Background: an optimization exercise with open tools, aiming at small area, a short achievable clock period and few clock cycles. Do not read the settings as production practice. In this exercise RTL edits were held to simulation tests only and were not proved equivalent to the original. Power is estimated from default activity; no workload was simulated.

`flow/config.mk`:
```
export PLATFORM = sky130hd
export DESIGN_NAME = mat_ops_seq
export DESIGN_NICKNAME = mat_ops_seq
export VERILOG_FILES = /design/flow/design.v
export SDC_FILE = /design/flow/constraint.sdc
export NUM_CORES = 4
export LEC_CHECK = 0
export CAP_MARGIN = 20
export CORE_MARGIN = 2
export CORE_UTILIZATION = 45
export PLACE_DENSITY = 0.6
export SLEW_MARGIN = 30
```
`flow/constraint.sdc`:
```
create_clock -name core_clock -period 10.0 [get_ports {clk}]
set_input_delay 2.0000 -clock core_clock [delete_from_list [all_inputs] [get_ports {clk}]]
set_output_delay 2.0000 -clock core_clock [all_outputs]
set_load 0.01 [all_outputs]
```
`flow/design.v`:
```
package mat_ops_pkg;
  typedef enum logic [1:0] {
    OP_ADD = 2'd0,
    OP_SUB = 2'd1,
    OP_TRN = 2'd2,
    OP_MUL = 2'd3
  } op_t;
  function automatic int unsigned elem_off(input int unsigned r, input int unsigned c,
                                           input int unsigned n, input int unsigned w);
    elem_off = (n * n - 1 - (r * n + c)) * w;
  endfunction
endpackage
module mat_mac
#(
  parameter int unsigned W = 16
) (
  input  logic           run,
  input  logic [W-1:0]   acc,
  input  logic [4*W-1:0] x,
  input  logic [W:0]     p01,
  input  logic [W:0]     p23,
  input  logic [5:0]     sel,     
  input  logic [W-1:0]   p,
  input  logic [W-1:0]   q,
  input  logic           cin,
  output logic [W-1:0]   sum,
  output logic           cout,    
  output logic           big      
);
  function automatic logic [W:0] pick(input logic [2:0] sel, input logic [W-1:0] xa,
                                      input logic [W-1:0] xb, input logic [W:0] pab);
    pick = ({(W+1){sel[0]}} & {1'b0, xa}) | ({(W+1){sel[1]}} & {1'b0, xb}) |
           ({(W+1){sel[2]}} & pab);
  endfunction
  logic [W:0] u0, v0;
  assign u0 = pick(sel[0 +: 3], x[0 +: W], x[W +: W], p01);
  assign v0 = pick(sel[3 +: 3], x[2*W +: W], x[3*W +: W], p23);
  logic [W-1:0] s3, c3;
  assign s3 = acc ^ u0[W-1:0] ^ v0[W-1:0];
  assign c3 = (acc & u0[W-1:0]) | (acc & v0[W-1:0]) | (u0[W-1:0] & v0[W-1:0]);
  logic [W:0] fa, fb;
  logic [W+1:0] fs;
  assign fa = run ? {s3, 1'b1} : {p, 1'b1};
  assign fb = run ? {c3[W-2:0], 1'b0, 1'b0} : {q, cin};
  assign fs = {1'b0, fa} + {1'b0, fb};
  assign sum  = fs[W:1];
  assign cout = fs[W+1];
  assign big  = u0[W] | v0[W] | c3[W-1] | cout;
endmodule
module mat_ops_seq
#(
  parameter int unsigned N = 4,
  parameter int unsigned W = 16
) (
  input  logic             clk,
  input  logic             rst,
  input  logic             start,
  input  logic [1:0]       op,
  input  logic [N*N*W-1:0] a,
  input  logic [N*N*W-1:0] b,
  output logic             busy,
  output logic             done,
  output logic [N*N*W-1:0] result,
  output logic             ovf
);
  localparam int unsigned FW = N * N * W;
  function automatic int unsigned off(input int unsigned r, input int unsigned c);
    off = mat_ops_pkg::elem_off(r, c, N, W);
  endfunction
  localparam int unsigned NRUN = 9;
  logic [NRUN-1:0] rc;
  logic            run;
  assign run = rc[0];
  logic [FW-1:0]   as_q;        
  logic [FW-1:0]   bs_q;        
  logic [N*N-1:0]  lost_q;      
  logic [N-1:0][1:0][W:0] p_q;   
  logic [N-1:0][5:0] sel_q;   
  logic [FW-1:0]   res_q;
  logic [N*N-1:0]  big_q;       
  logic is_sub, is_trn, is_mul;
  assign is_sub = (op == 2'd1);
  assign is_trn = (op == 2'd2);
  assign is_mul = (op == 2'd3);
  logic [N-1:0][N-1:0][W-1:0] total;
  logic [N*N-1:0] big;        
  logic [N*N-1:0] carry;      
  for (genvar r = 0; r < N; r++) begin : g_r
    logic [4*W-1:0] x;
    for (genvar k = 0; k < N; k++) begin : g_k
      assign x[k*W +: W] = as_q[off(r, k) +: W];
    end
    for (genvar c = 0; c < N; c++) begin : g_c
      logic         lost_hit;
      logic [W-1:0] q;
      logic         mbig;
      always_comb begin
        lost_hit = 1'b0;
        for (int unsigned k = 0; k < N; k++) begin
          lost_hit = lost_hit | (lost_q[r*N + k] & bs_q[off(k, c)]);
        end
      end
      if (c % 2 == 0) begin : g_pair
        assign q = is_mul ? a[off(r, c + 1) +: W] : (b[off(r, c) +: W] ^ {W{is_sub}});
      end else begin : g_nopair
        assign q = b[off(r, c) +: W] ^ {W{is_sub}};
      end
      mat_mac #(.W(W)) u_mac (
        .run   (rc[5 + r]),
        .acc   (res_q[off(r, c) +: W]),
        .x     (x),
        .p01   (p_q[r][0]),
        .p23   (p_q[r][1]),
        .sel   (sel_q[c]),
        .p     (a[off(r, c) +: W]),
        .q     (q),
        .cin   (is_sub),
        .sum   (total[r][c]),
        .cout  (carry[r*N + c]),
        .big   (mbig)
      );
      assign big[r*N + c] = mbig | lost_hit;
    end
  end
  function automatic logic [2:0] dec(input logic sa, input logic sb);
    dec = {sa & sb, sb & ~sa, sa & ~sb};
  endfunction
  logic [N-1:0][5:0] sel_next;   
  logic [N-1:0][5:0] sel_load;   
  always_comb begin
    for (int unsigned c = 0; c < N; c++) begin
      sel_next[c][0 +: 3] = dec(bs_q[off(0, c) + 1], bs_q[off(1, c) + 1]);
      sel_next[c][3 +: 3] = dec(bs_q[off(2, c) + 1], bs_q[off(3, c) + 1]);
      sel_load[c][0 +: 3] = dec(b[off(0, c)], b[off(1, c)]);
      sel_load[c][3 +: 3] = dec(b[off(2, c)], b[off(3, c)]);
    end
  end
  logic last;
  always_comb begin
    last = 1'b1;
    for (int unsigned i = 0; i < N * N; i++) begin
      if (|bs_q[i*W + 1 +: W - 1]) last = 1'b0;
    end
  end
  always_ff @(posedge clk) begin
    for (int unsigned r = 0; r < N; r++) begin
      for (int unsigned c = 0; c < N; c++) begin
        if (rc[3]) begin
          res_q[off(r, c) +: W] <= total[r][c];
        end else if (is_trn) begin
          res_q[off(r, c) +: W] <= a[off(c, r) +: W];
        end else if (is_mul) begin
          res_q[off(r, c) +: W] <= '0;
        end else begin
          res_q[off(r, c) +: W] <= total[r][c];
        end
      end
    end
    if (rc[4]) begin
      big_q <= big_q | big;
    end else begin
      big_q <= (op == 2'd0) ? carry : is_sub ? ~carry : '0;
    end
    for (int unsigned c = 0; c < N; c++) begin
      sel_q[c] <= rc[4] ? sel_next[c] : sel_load[c];
    end
    for (int unsigned r = 0; r < N; r++) begin
      if (rc[4]) begin
        p_q[r][0] <= p_q[r][0] << 1;
        p_q[r][1] <= p_q[r][1] << 1;
      end else begin
        p_q[r][0] <= {carry[r*N], total[r][0]};
        p_q[r][1] <= {carry[r*N + 2], total[r][2]};
      end
    end
    for (int unsigned i = 0; i < N * N; i++) begin
      if (rc[1]) begin
        as_q[i*W +: W] <= as_q[i*W +: W] << 1;
        lost_q[N*N-1-i] <= lost_q[N*N-1-i] | as_q[i*W + W - 1];
      end else begin
        as_q[i*W +: W] <= a[i*W +: W];
        lost_q[N*N-1-i] <= 1'b0;
      end
      if (rc[2]) begin
        bs_q[i*W +: W] <= bs_q[i*W +: W] >> 1;
      end else begin
        bs_q[i*W +: W] <= b[i*W +: W];
      end
    end
  end
  logic busy_q;
  always_ff @(posedge clk) begin
    if (rst) begin
      busy_q <= 1'b0;
    end else if (busy_q) begin
      busy_q <= !last;
    end else begin
      busy_q <= start && is_mul;
    end
  end
  always_ff @(posedge clk) begin
    for (int unsigned i = 0; i < NRUN; i++) begin
      if (rst) begin
        rc[i] <= 1'b0;
      end else if (rc[i]) begin
        rc[i] <= !last;
      end else begin
        rc[i] <= start && is_mul;
      end
    end
  end
  always_ff @(posedge clk) begin
    if (rst) begin
      done <= 1'b0;
    end else if (run) begin
      done <= last;
    end else begin
      done <= start && !is_mul;
    end
  end
  assign busy   = busy_q;
  assign result = res_q;
  assign ovf    = |big_q;
endmodule
```
`flow/flow/run.sh`:
```
#!/bin/bash
# Standard ORFS layout (the standard.sh, standard synthesis), with two changes to how
# the layout is optimised; the SDC, clock period and everything measured are unchanged:
#  - every port still gets its own buffer, but a buf_2 instead of the default delay cell
#  - timing repair aims for extra setup slack, to push the achieved period down
set -euo pipefail
bash standard.sh SETUP_SLACK_MARGIN=5.5 "BUFFER_PORTS_ARGS=-buffer_cell sky130_fd_sc_hd__buf_2" \
  finish > make_finish.log 2>&1
```
`flow/standard.sh`:
```
#!/bin/bash
# synth_recipe.tcl (not shown) runs the flow's synth.tcl, then flattens the netlist and writes it again
# the make line also repeats each setting of config.mk as NAME=value (left out here)
make -C /OpenROAD-flow-scripts/flow DESIGN_CONFIG=/design/flow/config.mk WORK_HOME=/design/flow/orfs CLKGATE_MAP_FILE= SYNTH_SCRIPT=/design/flow/synth_recipe.tcl "${@:-finish}"
```
==> results.txt, run 1 <==
----------------------------------------------------
[Status]
  Outcome ... timing/DRC/antenna clean

[Power and ir drop]
  Power Dens Cells ... 226 mW/mm2
  Power, Total ... 0.0175 W
  Worst supply voltage drop on vdd ... 0.160 mV
  Leakage ... 31.8 nW

[CTS]
  CTS tree ... done
  H-tree depth ... 3
  Post-CTS Hold Buffers ... 0
  Clock-pin slew on the worst setup and hold paths ... 60 ps
  Number of buffers inserted during clock tree synthesis ... 116
  Clk buf depth ... 3
  Clk sink count ... between 900 and 1000
  Clock Root Buffer ... clkbuf_16
  Latest clock arrival within the worst-skew pair ... 780 ps

[Place]
  Worst setup timing slack at the placement stage ... 3280 ps
  DP HPWL ... 273000 um
  Number of I/O port buffers ... 775
  Last weighted congestion value of the routability-driven placer ... 1.03

[Critical path]
  Data arrival at the endpoint of the critical path ... 5260 ps
  Register-to-register setup slack ... 5520 ps
  Endpoint class of the critical path ... flop
  Class of the most critical setup path ... primary input to flop
  Crit Reg-Reg Endpoint ... big_q[5]
  FF-to-FF path depth ... 15
  Worst setup SP type ... primary input
  Cell with the largest stage delay on the worst path ... ha_2
  Dominant delay contributor by cell family on the critical path ... compound AO/OA/AOI/OAI gates
  Launching point of the worst reg2reg path ... sel_q[11]
  Cells along the critical path ... clkbuf_16 -> nand2b_4 -> buf_12 -> buf_12 -> xnor2_1 -> nor2_1 -> a21oi_1 -> ha_2 -> o21a_1 -> o31a_1 -> o311ai_2 -> and3_1 -> nor3_2 -> o31a_1 -> o21a_1 -> o31ai_1
  Max incr delay on CP ... 330 ps
  Critical path peak fanout ... 8
  Number of buffers and inverters on the critical path ... 3
  Number of logic stages on the critical path including buffering ... 16
  Worst EP required ... 10680 ps

[GRT]
  Vias in the first global route ... 62362
  Number of antenna violations at the first check in global routing ... 53
  Maximum number of pins on one net before global-route repair ... 191
  Congestion Overflow GR ... 0
  Global-route wire length before repair ... between 400000 and 500000 um
  Overall fraction of global-route tracks in use ... 0.471

[Timing]
  Number of hold violations in the final report ... 0
  Worst-case hold slack ... 468 ps
  Minimum clock period ... 4580 ps
  Worst Clk Skew ... 24.6 ps
  Final setup violating endpoints ... 0
  Transition time at the pin with the least slew margin ... 1270 ps
  RSZ-0062 raised after global routing ... yes
  Count of pins over their slew limit ... 0
  Period Utilization, post-route ... 0.458
  Worst setup margin ... 5420 ps
  Slew Limit Headroom ... 0.155
  Achievable frequency ... between 200 and 250 MHz
  Setup Total Neg Slack ... 0 ps

[Logic synthesis]
  Yosys top cell by area ... dfxtp_1
  Number of warnings printed during yosys synthesis ... 2
  Async set or reset register ratio after synthesis ... 0
  Cell count after synthesis ... 7343
  Dominant register cell in the synthesized netlist ... dfxtp_1
  Post-synth top cells ... dfxtp_1 (971), a21oi_1 (614), o21ai_0 (573)
  Number of synthesized flops with an enable pin ... 0
  Post-synthesis area per instance ... 8.74 um2
  Number of nets in the synthesized netlist ... 8388
  Number of flip-flops and latches in the synthesized netlist ... 971
  Area share of the largest cell type after synthesis ... 0.303
  Dominant cell by count in the synthesized netlist ... dfxtp_1
  Sequential element share of the synthesized area ... 0.303
  Dominant cells by area after synthesis ... dfxtp_1 (30%), fa_1 (8.5%), a222oi_1 (8.0%)
  Number of distinct standard cells referenced by the synthesized netlist ... 78
  Netlist Area Pre-Place ... between 0.06 and 0.07 mm2

[Floorplan]
  CORE AREA ... 0.142 mm2
  I/O pin total ... 776
  Area enclosed by the die boundary ... 0.146 mm2
  Initial core utilization ... 0.453
  Horiz. Die Dim ... 382 um
  Chip Height ... 382 um
  Row count ... between 100 and 150

[Cells and area]
  Footprint of the multi-input gates ... 0.0424 mm2
  Number of nets in the final layout ... 9043
  Register Area ... between 0.015 and 0.02 mm2
  Share of cells above drive strength 1 ... 0.242
  Fillcell total ... ~13000
  Layout overhead on the synthesized area ... 20.3%

[Min path]
  Endpoint, Worst Hold ... bs_q[88]
  Worst min-delay path startpoint ... bs_q[89]
  Number of instances on the worst hold path ... 2
  Tightest Hold Check Type ... flop to flop

[Drt]
  Via-to-Cell Ratio ... 6.72
  Detail Route Antenna Nets ... 0
  DRT iter0 DRCs ... 12964
  Final Routed Wirelength ... 361000 um
  Post-DR wirelength/cell ... 36.0 um
  TritonRoute pass-1 iters ... 17
  DR vias ... 67339
  # DRC ... 0

[Flow run]
  Max-cap viol count ... 0

----------------------------------------------------
registers in the layout (all words and copies together) (netlist names):
signal	count
done	1
res_q	256
lost_q	16
bs_q	256
as_q	256
sel_q	24
p_q	136
big_q	16
busy_q	1
rc	9
worst min-delay path: stages (launching register included):
cell     delay, ps
dfxtp_1        330
nand2_1         50
o21ai_0         60
layout make-up:
type                       count  area share
clock inverter                45     0.00868
multi-input combinational   5370       0.549
inverter                     467      0.0233
clock buffer                 166      0.0433
antenna                       34     0.00110
tap                         1890      0.0306
sequential                   971       0.253
timing repair buffer        1072      0.0907
power by group:
part / internal (W) / total [W] / switching [W] / leakage, nW
Sequential: 0.00469 / 0.00599 / 0.00130 / 8.19
Clock: 0.00268 / 0.00460 / 0.00193 / 1.97
Combinational: 0.00269 / 0.00687 / 0.00418 / 21.6
layout by cell type (no fill, tap or decap), types with 27 or more instances in the layout:
cell type	netlist	routed
dfxtp_1	971	940
buf_2	4	815
a21oi_1	614	565
o21ai_0	573	517
a222oi_1	512	512
nor2_1	520	511
inv_1	465	454
nand2_1	448	446
mux2_2	403	402
nand3_1	270	265
fa_1	272	263
ha_1	256	243
xnor2_1	191	189
buf_4	0	172
mux2i_1	144	142
xor2_1	136	133
nor2b_1	130	124
clkbuf_16	0	123
o21a_1	84	83
a211oi_1	95	75
a21o_1	64	64
nor4_1	72	64
nor3_1	75	63
o21ai_1	1	49
a21oi_2	0	46
a31oi_1	57	46
a22oi_1	35	35
diode_2	0	34
nand2b_1	34	30
o31ai_1	39	29
o211ai_1	27	27
kinds of logic after synthesis:
logic type / Yosys count / synth area share
AOI/OAI and AO/OA: 2276 / 0.244
buffers and inverters: 1003 / 0.0588
DFF: 971 / 0.303
muxes: 547 / 0.0931
adders and majority gates: 528 / 0.135
and+or+nand+nor: 1691 / 0.122
xor gates and xnor gates: 327 / 0.0446
routing by layer:
layer	up-vias	routed length (um)	track usage
met2	4996	148000	0.683
li1	28579	-	-
met3	1163	49200	0.157
met1	32565	133000	0.590
met5	-	227	0
met4	36	30700	0.318
per-stage QoR:
step,cell area [um2],utilization,std cells
after floorplan,65000,-,7343
after global placement,70000,0.495,9601
after detailed placement,70200,0.496,9634
after CTS,75400,0.532,9885
after global routing,77200,0.545,9988
final,77200,0.545,10015
timing repair:
action | 4_1_cts | 5_1_grt
gates cloned | 10 | 5
endpoints found under the setup margin | 323 | 107
resized for setup | 124 | 191
pin swaps | 39 | 101
hold endpoints to repair | 0 | 0
setup buffers | 30 | 75
how the worst max path moves through the flow:
stage / from / slack [ps] / end
finish: op[1] / 5420 / res_q[175]
global route: op[1] / 5340 / res_q[175]
CTS: op[1] / 5500 / res_q[207]
detailed placement: op[1] / 3280 / big_q[13]
global placement: op[1] / 3340 / big_q[13]
floorplan: op[1] / 5050 / res_q[203]
Testbench counts, summed over its fixed seeds: cycles 3,952.
==> inputs of run 2 (changes only) <==
--- a/flow/flow/run.sh
+++ b/flow/flow/run.sh
@@ -4,5 +4,5 @@
 #  - every port still gets its own buffer, but a buf_2 instead of the default delay cell
 #  - timing repair aims for extra setup slack, to push the achieved period down
 set -euo pipefail
-bash standard.sh SETUP_SLACK_MARGIN=5.5 "BUFFER_PORTS_ARGS=-buffer_cell sky130_fd_sc_hd__buf_2" \
+bash standard.sh SETUP_SLACK_MARGIN=5.3 "BUFFER_PORTS_ARGS=-buffer_cell sky130_fd_sc_hd__buf_2" \
   finish > make_finish.log 2>&1
==> run 2 against run 1 <==
Against the previous run:
- still clean
- sequential power about the same
- wire length grew 0.28%
- combinational power is 3.6% lower
- sequential share of layout area rose by 0.45 points
- non-clock buffer count decreased by 82
- die area is the same
- largest cell class unchanged
- largest power group unchanged
==> results.txt, run 2 <==
----------------------------------------------------
[Drt]
  # DRC ... 0
  Detail Route Antenna Nets ... 0
  Final Routed Wirelength ... 362000 um
  TritonRoute pass-1 iters ... 15
  DRT iter0 DRCs ... 13458
  Via-to-Cell Ratio ... 6.78
  DR vias ... 67285
  Post-DR wirelength/cell ... about 36 um

[Place]
  Number of I/O port buffers ... 775
  Last weighted congestion value of the routability-driven placer ... between 1 and 1.5
  Placed standard-cell area ... 0.0701 mm2
  Worst setup timing slack at the placement stage ... 3710 ps
  DP HPWL ... 268000 um

[Logic synthesis]
  Post-synthesis area per instance ... ~8.7 um2
  Cell count after synthesis ... 7343
  Number of flip-flops and latches in the synthesized netlist ... between 900 and 1000
  Number of synthesized flops with an enable pin ... 0
  Sequential element share of the synthesized area ... 0.303
  Yosys top cell by area ... dfxtp_1
  Netlist Area Pre-Place ... 0.0642 mm2
  Number of distinct standard cells referenced by the synthesized netlist ... a little under 80
  Dominant cell by count in the synthesized netlist ... dfxtp_1
  Area share of the largest cell type after synthesis ... 0.303
  Async set or reset register ratio after synthesis ... 0
  Number of warnings printed during yosys synthesis ... 2
  Post-synth top cells ... dfxtp_1 (971), a21oi_1 (614), o21ai_0 (573)
  Dominant cells by area after synthesis ... dfxtp_1 (30%), fa_1 (8.5%), a222oi_1 (8.0%)
  Number of nets in the synthesized netlist ... ~8400
  Dominant register cell in the synthesized netlist ... dfxtp_1

[Critical path]
  Critical path peak fanout ... 32
  Endpoint class of the critical path ... flop
  Class of the most critical setup path ... flop to flop
  Worst setup SP type ... flop
  Worst EP required ... 10620 ps
  Data arrival at the endpoint of the critical path ... 5350 ps

[CTS]
  H-tree depth ... 3
  Clock-pin slew on the worst setup and hold paths ... 60 ps
  Clock Root Buffer ... clkbuf_16
  Number of buffers inserted during clock tree synthesis ... between 100 and 150
  CTS tree ... done
  Post-CTS Hold Buffers ... 0
  Clk buf depth ... 3
  Clk sink count ... 971
  Latest clock arrival within the worst-skew pair ... slightly below 800 ps

[Power and ir drop]
  Leakage ... 31.3 nW
  Power Dens Cells ... around 230 mW/mm2
  Share of total power in combinational logic ... 0.383
  Internal power consumption ... 0.0100 W
  Sw Ratio ... 0.422
  Power spent charging and discharging nets ... around 0.0073 W
  Sequential cell fraction of total power ... 0.346
  Power share of the clock group ... 0.271
  Worst supply voltage drop on vdd ... 0.162 mV

[Floorplan]
  Chip Height ... 382 um
  Area enclosed by the die boundary ... 0.146 mm2
  Horiz. Die Dim ... about 380 um
  Initial core utilization ... 0.453
  Row count ... 138
  CORE AREA ... 0.142 mm2
  I/O pin total ... slightly below 800

[Flow run]
  Max-cap viol count ... 0

[Cells and area]
  Footprint of the multi-input gates ... 0.0417 mm2
  Fillcell total ... 13591
  Register Area ... between 0.015 and 0.02 mm2
  Commonest non-fill, non-tap cell in the layout ... dfxtp_1
  Layout overhead on the synthesized area ... 18.1%
  Final Core Density ... 0.536
  Largest registers ... as_q x256, bs_q x256, res_q x256
  Number of nets in the final layout ... 8959
  Share of cells above drive strength 1 ... 0.221
  Fin area ... 0.0758 mm2
  Most frequent cells in the layout ... dfxtp_1 (940), buf_2 (813), a21oi_1 (594), o21ai_0 (549), nor2_1 (515)

[GRT]
  Global-route wire length before repair ... just under 500000 um
  Number of antenna violations at the first check in global routing ... 53
  Maximum number of pins on one net before global-route repair ... roughly 200
  Vias in the first global route ... 61656
  Congestion Overflow GR ... 0
  Overall fraction of global-route tracks in use ... 0.467

[Timing]
  Slew Limit Headroom ... 0.211
  Setup Total Neg Slack ... 0 ps
  Worst Clk Skew ... 42.4 ps
  Final setup violating endpoints ... 0
  RSZ-0062 raised after global routing ... yes
  Transition time at the pin with the least slew margin ... 1180 ps
  Achievable frequency ... 212 MHz
  Number of hold violations in the final report ... 0
  Worst-case hold slack ... 484 ps
  Count of pins over their slew limit ... 0
  Period Utilization, post-route ... 0.473
  Minimum clock period ... between 4000 and 5000 ps
  Worst setup margin ... 5270 ps

[Status]
  Outcome ... timing/DRC/antenna clean

[Min path]
  Tightest Hold Check Type ... flop to flop

----------------------------------------------------
[run 2: cell types whose count changed in the layout (fill, tap and decap cells not counted), moves of 12 or more]
cell / change
a21oi_1: +29
ha_1: +12
buf_4: -67
o21ai_0: +32
o21ai_1: -25
a21oi_2: -26
[run 2: cells by family after synthesis]
group,after synthesis,synth area share
compound gates,2276,0.244
xor+xnor,327,0.0446
fa+ha+maj,528,0.135
buf+inv,1003,0.0588
flops,971,0.303
mux,547,0.0931
simple gates,1691,0.122
[run 2: through the flow]
| step | total power (W) | cells |
|---|---|---|
| after global routing | 0.0179 | 9914 |
| after CTS | 0.0169 | 9848 |
| after floorplan | 0.00932 | 7343 |
| after global placement | 0.0121 | 9587 |
| after detailed placement | 0.0122 | 9618 |
| final | 0.0173 | 9930 |
[run 2: critical path, cell delays in order (launching register included)]
cell      delay (ps)
dfxtp_2          450
buf_4            320
buf_6            290
a222oi_1         800
fa_1             550
a21oi_1          250
inv_1            100
fa_1             450
nor2b_1          260
o31ai_2          130
a21oi_1          250
o211ai_1         180
nand3_1          150
a31oi_1          110
xor2_1           160
o21ai_0           90
[run 2: what timing repair did]
item	in CTS	in global routing
buffers inserted	4	36
cloned	9	10
resized for setup	50	79
endpoints found under the setup margin	220	87
pin swaps	5	22
[run 2: area by class of cell]
cell class / instances / share of cell area
Tap cell: 1890 / 0.0312
Timing Repair Buffer: 990 / 0.0825
Clock buffer: 162 / 0.0439
Clock inverter: 55 / 0.0103
Sequential cell: 971 / 0.257
Inverter: 467 / 0.0237
Antenna cell: 26 / 0.000858
Multi-Input combinational cell: 5369 / 0.550
[run 2: final timing paths]
kind | start | to | slack, ps | cells past startpoint
max | sel_q[7] | res_q[239] | 5270 | 15
min | bs_q[186] | bs_q[185] | 480 | 1
max reg2reg | sel_q[7] | res_q[239] | 5270 | 15
min reg2reg | bs_q[186] | bs_q[185] | 480 | 1
[run 2: power groups by stage]
stage | Sequential (W) | Combinational [W] | Clock [W]
global placement | 0.00597 | 0.00614 | 0
global route | 0.00598 | 0.00710 | 0.00483
CTS | 0.00589 | 0.00631 | 0.00468
floorplan | 0.00546 | 0.00386 | 0
finish | 0.00599 | 0.00662 | 0.00469
detailed placement | 0.00597 | 0.00620 | 0
[run 2: per-layer routing]
layer | vias to the layer above | global-route usage | wire, um
li1 | 28373 | - | -
met3 | 1068 | 0.154 | 50800
met2 | 5159 | 0.667 | 147000
met4 | 32 | 0.301 | 29900
met1 | 32653 | 0.601 | 134000
met5 | - | 0 | 201
==> inputs of run 3 (changes only) <==
==> flow/run.sh (new file) <==
#!/bin/bash
# synth_recipe.tcl (not shown) runs the flow's synth.tcl, then flattens the netlist and writes it again
# the make line also repeats each setting of config.mk as NAME=value (left out here)
make -C /OpenROAD-flow-scripts/flow DESIGN_CONFIG=/design/flow/config.mk WORK_HOME=/design/flow/orfs CLKGATE_MAP_FILE= SYNTH_SCRIPT=/design/flow/synth_recipe.tcl finish
--- a/flow/config.mk
+++ b/flow/config.mk
@@ -7,6 +7,7 @@
 export LEC_CHECK = 0
 export CAP_MARGIN = 20
 export CORE_MARGIN = 2
-export CORE_UTILIZATION = 45
+export CORE_UTILIZATION = 40
 export PLACE_DENSITY = 0.6
+export SETUP_SLACK_MARGIN = 5
 export SLEW_MARGIN = 30
removed: flow/flow/run.sh
removed: flow/standard.sh
==> run 3 against run 2 <==
Against the previous run:
- sequential power about the same
- synthesized area is the same
- die area grew 12%
- clock-buffer cell count rose by 4
- worst hold slack got worse by 18 ps
- synthesized cell count is the same
==> results.txt, run 3 <==
----------------------------------------------------
[Logic synthesis]
  Simple-gate portion of the synthesized area ... 0.122
  Number of synthesized flops with an enable pin ... 0
  Async set or reset register ratio after synthesis ... 0
  Yosys top cell by area ... dfxtp_1
  Share of cell area taken by muxes after synthesis ... 0.0931
  Post-synth top cells ... dfxtp_1 (971), a21oi_1 (614), o21ai_0 (573)
  Dominant register cell in the synthesized netlist ... dfxtp_1
  Number of warnings printed during yosys synthesis ... 2
  Adder-Cell Fraction of Synth Area ... 0.135
  Dominant cell by count in the synthesized netlist ... dfxtp_1
  Cell count after synthesis ... 7343
  Dominant combinational cell family by area after synthesis ... compound AO/OA/AOI/OAI gates
  Compound-cell area share of the yosys netlist ... 0.244
  Number of nets in the synthesized netlist ... 8388
  Sequential element share of the synthesized area ... 0.303
  Area share of the largest cell type after synthesis ... 0.303
  Netlist Area Pre-Place ... 0.0642 mm2
  Number of flip-flops and latches in the synthesized netlist ... 971
  Number of distinct standard cells referenced by the synthesized netlist ... 78
  Dominant cells by area after synthesis ... dfxtp_1 (30%), fa_1 (8.5%), a222oi_1 (8.0%)
  XOR/XNOR Fraction of Synth Area ... 0.0446
  Post-synthesis area per instance ... 8.74 um2

[Drt]
  TritonRoute pass-1 iters ... 14
  DRT iter0 DRCs ... 13094
  DR vias ... 66111
  Final Routed Wirelength ... 359000 um
  Detail Route Antenna Nets ... 0
  # DRC ... 0
  Post-DR wirelength/cell ... 35.6 um
  Via-to-Cell Ratio ... between 6 and 7

[Cells and area]
  Most frequent cells in the layout ... dfxtp_1 (940), clkdlybuf4s50_1 (771), a21oi_1 (607), o21ai_0 (569), nor2_1 (518)
  Number of nets in the final layout ... ~8900
  Share of cells above drive strength 1 ... 0.114
  Commonest non-fill, non-tap cell in the layout ... dfxtp_1
  Largest registers ... as_q x256, bs_q x256, res_q x256
  Layout overhead on the synthesized area ... 22.5%

[CTS]
  CTS tree ... done
  H-tree depth ... 3
  Latest clock arrival within the worst-skew pair ... 780 ps
  Post-CTS Hold Buffers ... 0
  Clk sink count ... 971
  Number of buffers inserted during clock tree synthesis ... 115
  Clock-pin slew on the worst setup and hold paths ... 70 ps
  Clk buf depth ... 3
  Clock Root Buffer ... clkbuf_16

[Min path]
  Endpoint, Worst Hold ... bs_q[88]
  Number of instances on the worst hold path ... 2
  Worst min-delay path startpoint ... bs_q[89]
  Tightest Hold Check Type ... flop to flop

[GRT]
  Maximum number of pins on one net before global-route repair ... 213
  Congestion Overflow GR ... 0
  Vias in the first global route ... just over 60000
  Overall fraction of global-route tracks in use ... 0.420
  Number of antenna violations at the first check in global routing ... 44
  Global-route wire length before repair ... 487000 um

[Critical path]
  Register-to-register setup slack ... 4990 ps
  Crit Reg-Reg Endpoint ... res_q[111]
  Worst EP required ... 10660 ps
  Launching point of the worst reg2reg path ... sel_q[10]
  Endpoint class of the critical path ... flop
  Worst setup SP type ... flop
  Data arrival at the endpoint of the critical path ... ~5700 ps
  Critical path peak fanout ... 40
  FF-to-FF path depth ... 15
  Class of the most critical setup path ... flop to flop

[Place]
  Worst setup timing slack at the placement stage ... 3080 ps
  Number of I/O port buffers ... 775
  Last weighted congestion value of the routability-driven placer ... 1.01
  DP HPWL ... 274000 um

[Timing]
  Slew Limit Headroom ... 0.216
  Setup Total Neg Slack ... 0 ps
  Number of hold violations in the final report ... 0
  Achievable frequency ... between 150 and 200 MHz
  Minimum clock period ... 5010 ps
  Transition time at the pin with the least slew margin ... between 1000 and 1500 ps
  Period Utilization, post-route ... 0.501
  RSZ-0062 raised after global routing ... yes
  Worst setup margin ... 4990 ps
  Worst Clk Skew ... about 41 ps
  Count of pins over their slew limit ... 0
  Final setup violating endpoints ... 0

[Floorplan]
  Area enclosed by the die boundary ... between 0.15 and 0.2 mm2
  Horiz. Die Dim ... 405 um
  Chip Height ... 405 um
  CORE AREA ... around 0.16 mm2
  Initial core utilization ... 0.401
  I/O pin total ... 776
  Row count ... about 150

[Power and ir drop]
  Leakage ... between 30 and 40 nW
  Worst supply voltage drop on vdd ... 0.163 mV
  Power Dens Cells ... 221 mW/mm2

[Flow run]
  Max-cap viol count ... 0

[Status]
  Outcome ... timing/DRC/antenna clean

----------------------------------------------------
run 3: cell counts after synthesis:
Identical to the previous run, type by type.
run 3: final cells by class:
class	instances	area, um2
Fill cell	15464	81400
Multi-Input combinational cell	5370	41400
Sequential cell	971	19500
Timing Repair Buffer	949	9350
Clock buffer	166	3310
Tap cell	2086	2610
Inverter	467	1790
Clock inverter	52	649
Antenna cell	14	35.0
run 3: worst max path at each step:
stage	startpoint	endpoint	slack (ps)	cells past startpoint
detailed placement	op[1]	res_q[15]	3080	16
global route	sel_q[10]	big_q[5]	4890	16
finish	sel_q[10]	res_q[111]	4990	15
CTS	op[1]	big_q[13]	4930	16
floorplan	op[1]	res_q[203]	5000	17
global placement	op[1]	big_q[13]	3140	15
run 3: worst max-delay path: stages (launching register included):
cell and delay, ps:
dfxtp_2 310, buf_4 280, buf_6 380, a222oi_1 950, fa_1 560, a21oi_1 230, inv_1 90, fa_1 470
nor2b_1 180, o21ai_0 120, nand2b_1 210, a311o_1 270, nand3_1 130, a311oi_2 460, nand3b_1 170, nand3_1 80
run 3: power by group:
group	internal [W]	leakage (nW)	switching, W	total, W
Clock	0.00259	1.93	0.00193	0.00452
Combinational	0.00289	20.5	0.00399	0.00688
Sequential	0.00469	8.19	0.00132	0.00600
Total	0.0102	30.6	0.00723	0.0174
run 3: routing by layer:
metal | global-route usage | up-vias | wire length, um
met2 | 0.615 | 4738 | 149000
met4 | 0.251 | 42 | 26900
met1 | 0.535 | 32113 | 137000
met3 | 0.139 | 943 | 46100
met5 | 0 | - | 255
li1 | - | 28275 | -
run 3: cell families (layout without fill, tap and decap cells):
group | after synthesis | in the layout
muxes | 547 | 547
buffers and inverters | 1003 | 1634
other | 0 | 14
xor gates and xnor gates | 327 | 327
AOI/OAI and AO/OA | 2276 | 2276
and+or+nand+nor | 1691 | 1692
DFF | 971 | 971
adders and majority gates | 528 | 528
run 3: stage by stage:
stage                     total power, W  hold WS, ps  cell area, um2   util  std cells
after floorplan                  0.00925          430           64300      -       7343
after global placement            0.0125          444           73700  0.460       9779
after detailed placement          0.0126          446           73800  0.461       9808
after CTS                         0.0171          463           78200  0.488      10040
after global routing              0.0181          482           78600  0.491      10065
final                             0.0174          466           78600  0.491      10075
run 3: timing repair:
item / CTS / global route
buffers inserted: 11 / 7
setup endpoints to repair: 217 / 106
cloned: 3 / 2
gates resized for setup: 43 / 69
pin swaps: 4 / 5

[port drivers added, routing unchanged]
No port has a modelled driver above. Below, the same layouts with a new extraction and two added sets of constraints.
Step 1 sets driving cells, clkbuf_16 on the clock port and buf_2 on the other inputs (assumed; they add their load-dependent delay and slew).
Step 2 also shifts input and output timing later by t, the mid clock arrival at the registers, as if the neighbouring blocks saw the same clock.
Slacks: no drivers / after step 1 / after step 2; pairs: no drivers / after step 1.
run	shift t [ns]	setup WS [ns]	hold slack, ns	pins driven straight from the clock port
run 1	0.856	5.420 / 5.203 / 4.347	0.468 / 0.468 / 0.468	1
run 2	0.855	5.273 / 5.077 / 4.222	0.484 / 0.484 / 0.484	1
run 3	0.856	4.989 / 4.932 / 4.076	0.466 / 0.466 / 0.466	1
After both steps every run listed still meets setup and hold. The setup slack of run 1, which loses most, moves by -0.217 ns with the drivers and by -1.073 ns with both steps.
